From an optimization exercise on the open Yosys and OpenROAD flow, aimed at small area and a short achievable clock period; shortcuts taken in it are not production practice.
Only simulation tests tie the RTL to the original design; equivalence was not proved.
No activity file was given, so power comes from the tool's default toggle rates.

==> flow/design.v (excerpt) <==
module mul_simd_top
(
   input  logic        clk,
   input  logic        rst_n,
   input  logic        in_valid,
   input  logic [1:0]  op,
   input  logic [31:0] a,
   input  logic [31:0] b,
   output logic        out_valid,
   output logic [63:0] result
);
   logic v1_r;
   always_ff @(posedge clk or negedge rst_n) begin
      if (!rst_n) begin
         v1_r      <= 1'b0;
         out_valid <= 1'b0;
      end else begin
         v1_r      <= in_valid;
         out_valid <= v1_r;
      end
   end
   logic wide, sgn;
   assign wide = ~op[1];
   assign sgn  = op[0];
   logic [3:0] w0_r;    
   logic       s0_r;
   logic [15:0] b0_r;
   logic [7:0]  bo0_r, bt0_r, bn0_r;    
   logic [7:0]  d0_one, d0_two;
   always_comb begin
      for (int j = 0; j < 8; j++) begin
         logic x2, x1, x0;
         x2 = a[0 + 2*j + 1];
         x1 = a[0 + 2*j];
         x0 = (j == 0) ? 1'b0 : (j == 4) ? (a[7] & wide) : a[0 + 2*j - 1];
         d0_one[j] = x1 ^ x0;
         d0_two[j] = (x2 & ~x1 & ~x0) | (~x2 & x1 & x0);
      end
   end
   logic [7:0] ml0_r, mh0_r;    
   logic       bx0_r;             
   logic [23:0] r0_r, r0_d;
   logic [15:0] r0_w;
   logic [7:0]  r0_b;
   logic [15:0] r0_wk;
   logic [7:0]  r0_bk;
   assign r0_wk = b[15:0] + 16'h5556;
   assign r0_bk = b[15:8] + 8'h56;
  ...
Size in the first run: roughly 2100 cells after synthesis, roughly 130 I/O pins.
Settings: LEC_CHECK=0, CAP_MARGIN=20, CORE_MARGIN=2, CORE_UTILIZATION=60, SLEW_MARGIN=20; clock period 9.5 ns.
standard.sh (not shown) runs the stock make flow with config.mk's settings and CLKGATE_MAP_FILE= SYNTH_SCRIPT=/design/flow/synth_recipe.tcl, a recipe that flattens the netlist after the stock synthesis.
==> flow/flow/run.sh <==
#!/bin/bash
# Own layout flow: the standard synthesis unchanged, then
#  - (if POLARITY=1) flow/polarity.py removes inverters between full-adder
#    cells of the synthesized netlist by choosing each adder's polarity
#    (registers, ports and the function are unchanged),
#  - the standard ORFS steps with a few resizer settings changed (knobs.sh):
#    port buffers are buf cells (the default pick is a slow delay buffer),
#    the resizer may swap cells across footprints, and repair_timing aims for
#    extra setup slack.
# Each step's full output goes to a log file in this folder.
set -euo pipefail
cd "$(dirname "$0")/.."
source flow/knobs.sh
R=orfs/results/sky130hd/mul_simd_top/base
bash standard.sh synth > flow_synth.log 2>&1
if [[ "${POLARITY:-0}" == 1 ]]; then
  cp $R/1_2_yosys.v flow_synth_netlist.v
  python3 flow/polarity.py $R/1_2_yosys.v > flow_polarity.log 2>&1
  rm -f $R/1_synth.odb $R/1_synth.sdc
fi
bash standard.sh "${KNOBS[@]}" finish > flow_layout.log 2>&1
Other scripts of this flow, unchanged in this note and not shown: flow/flow/knobs.sh, flow/flow/polarity.py
Edit:
--- a/flow/design.v
+++ b/flow/design.v
@@ -1609,16 +1609,16 @@
       bs0_r[11] <= l0_b0_s3;
       bg0_r[0] <= l0_b0_c4;
       bp0_r[0] <= l0_b0_p0 & l0_b0_p1 & l0_b0_p2 & l0_b0_p3;
       bs0_r[12] <= l0_b1_p0;
       bs0_r[13] <= l0_b1_s1;
       bs0_r[14] <= l0_b1_s2;
       bs0_r[15] <= l0_b1_s3;
-      bg0_r[1] <= l0_b1_c4;
-      bp0_r[1] <= l0_b1_p0 & l0_b1_p1 & l0_b1_p2 & l0_b1_p3;
+      bg0_r[1] <= l0_b1_c4 & w0_r[3];
+      bp0_r[1] <= l0_b1_p0 & l0_b1_p1 & l0_b1_p2 & l0_b1_p3 & w0_r[3];
       bs0_r[16] <= l0_b2_p0;
       bs0_r[17] <= l0_b2_s1;
       bs0_r[18] <= l0_b2_s2;
       bs0_r[19] <= l0_b2_s3;
       bg0_r[2] <= l0_b2_c4;
       bp0_r[2] <= l0_b2_p0 & l0_b2_p1 & l0_b2_p2 & l0_b2_p3;
       bs0_r[20] <= l0_b3_p0;
@@ -1652,16 +1652,16 @@
       bs1_r[11] <= l1_b0_s3;
       bg1_r[0] <= l1_b0_c4;
       bp1_r[0] <= l1_b0_p0 & l1_b0_p1 & l1_b0_p2 & l1_b0_p3;
       bs1_r[12] <= l1_b1_p0;
       bs1_r[13] <= l1_b1_s1;
       bs1_r[14] <= l1_b1_s2;
       bs1_r[15] <= l1_b1_s3;
-      bg1_r[1] <= l1_b1_c4;
-      bp1_r[1] <= l1_b1_p0 & l1_b1_p1 & l1_b1_p2 & l1_b1_p3;
+      bg1_r[1] <= l1_b1_c4 & w1_r[3];
+      bp1_r[1] <= l1_b1_p0 & l1_b1_p1 & l1_b1_p2 & l1_b1_p3 & w1_r[3];
       bs1_r[16] <= l1_b2_p0;
       bs1_r[17] <= l1_b2_s1;
       bs1_r[18] <= l1_b2_s2;
       bs1_r[19] <= l1_b2_s3;
       bg1_r[2] <= l1_b2_c4;
       bp1_r[2] <= l1_b2_p0 & l1_b2_p1 & l1_b2_p2 & l1_b2_p3;
       bs1_r[20] <= l1_b3_p0;
@@ -1695,15 +1695,15 @@
    assign result[12] = bs0_r[12] ^ f0_c1;
    wire f0_q1_1 = bs0_r[12];
    assign result[13] = bs0_r[13] ^ (f0_c1 & f0_q1_1);
    wire f0_q1_2 = bs0_r[12] & bs0_r[13];
    assign result[14] = bs0_r[14] ^ (f0_c1 & f0_q1_2);
    wire f0_q1_3 = bs0_r[12] & bs0_r[13] & bs0_r[14];
    assign result[15] = bs0_r[15] ^ (f0_c1 & f0_q1_3);
-   wire f0_n1 = ((bg0_r[1] | ((bp0_r[1]) & f0_c1)) & w20_r);
+   wire f0_n1 = (bg0_r[1] | ((bp0_r[1]) & f0_c1));
    wire f0_c2 = f0_n1;
    assign result[16] = bs0_r[16] ^ f0_c2;
    wire f0_q2_1 = bs0_r[16];
    assign result[17] = bs0_r[17] ^ (f0_c2 & f0_q2_1);
    wire f0_q2_2 = bs0_r[16] & bs0_r[17];
    assign result[18] = bs0_r[18] ^ (f0_c2 & f0_q2_2);
    wire f0_q2_3 = bs0_r[16] & bs0_r[17] & bs0_r[18];
@@ -1749,15 +1749,15 @@
    assign result[44] = bs1_r[12] ^ f1_c1;
    wire f1_q1_1 = bs1_r[12];
    assign result[45] = bs1_r[13] ^ (f1_c1 & f1_q1_1);
    wire f1_q1_2 = bs1_r[12] & bs1_r[13];
    assign result[46] = bs1_r[14] ^ (f1_c1 & f1_q1_2);
    wire f1_q1_3 = bs1_r[12] & bs1_r[13] & bs1_r[14];
    assign result[47] = bs1_r[15] ^ (f1_c1 & f1_q1_3);
-   wire f1_n1 = ((bg1_r[1] | ((bp1_r[1]) & f1_c1)) & w21_r);
+   wire f1_n1 = (bg1_r[1] | ((bp1_r[1]) & f1_c1));
    wire f1_c2 = f1_n1;
    assign result[48] = bs1_r[16] ^ f1_c2;
    wire f1_q2_1 = bs1_r[16];
    assign result[49] = bs1_r[17] ^ (f1_c2 & f1_q2_1);
    wire f1_q2_2 = bs1_r[16] & bs1_r[17];
    assign result[50] = bs1_r[18] ^ (f1_c2 & f1_q2_2);
    wire f1_q2_3 = bs1_r[16] & bs1_r[17] & bs1_r[18];
After rerunning:
- critical path depth is higher by 7
- via count is lower by 3.1%
- power is lower by about 3.5%
- first-iteration DRC count is lower by 6.9%
- sequential cell count is lower by 1
- core utilization is lower by 0.77 points
- clock-buffer cell count is higher by 5
- setup slack got worse by 25 ps
- sequential power hardly moves
- register-to-register slack got worse by 30 ps
- sequential share of layout area is higher by 0.23 points
- routed wire length is lower by 9.7%
- non-clock buffer count is higher by 1

port drivers added, routing unchanged:
How much do the figures lean on ideal ports? The routed layouts below were timed once more, with nothing changed but the port constraints.
Step 1, drivers: a clkbuf_16 drives clk and a buf_2 each remaining input, both assumed.
Step 2 moves the port delays by t, midway between the first and last clock arrival at a register: inputs arrive t later, outputs are due t later. That takes back most of the time a late clock gives input paths.
Three values: ideal ports, drivers, drivers and shift; two values: the first two.
| run | t, ns | setup WS [ns] | worst setup path at the end | worst slew at a driven data input, ns | cell pins on the clock port's net |
|---|---|---|---|---|---|
| the first run | 0.623 | 5.350 / 5.296 / 5.247 | input to register | 0.05 | 1 |
| the second run | 0.612 | 5.325 / 5.308 / 5.239 | input to register | 0.06 | 1 |
After both steps every run listed still meets setup and hold. For the first run, which loses most, drivers alone change the setup slack by -0.054 ns; drivers and shift together by -0.103 ns.
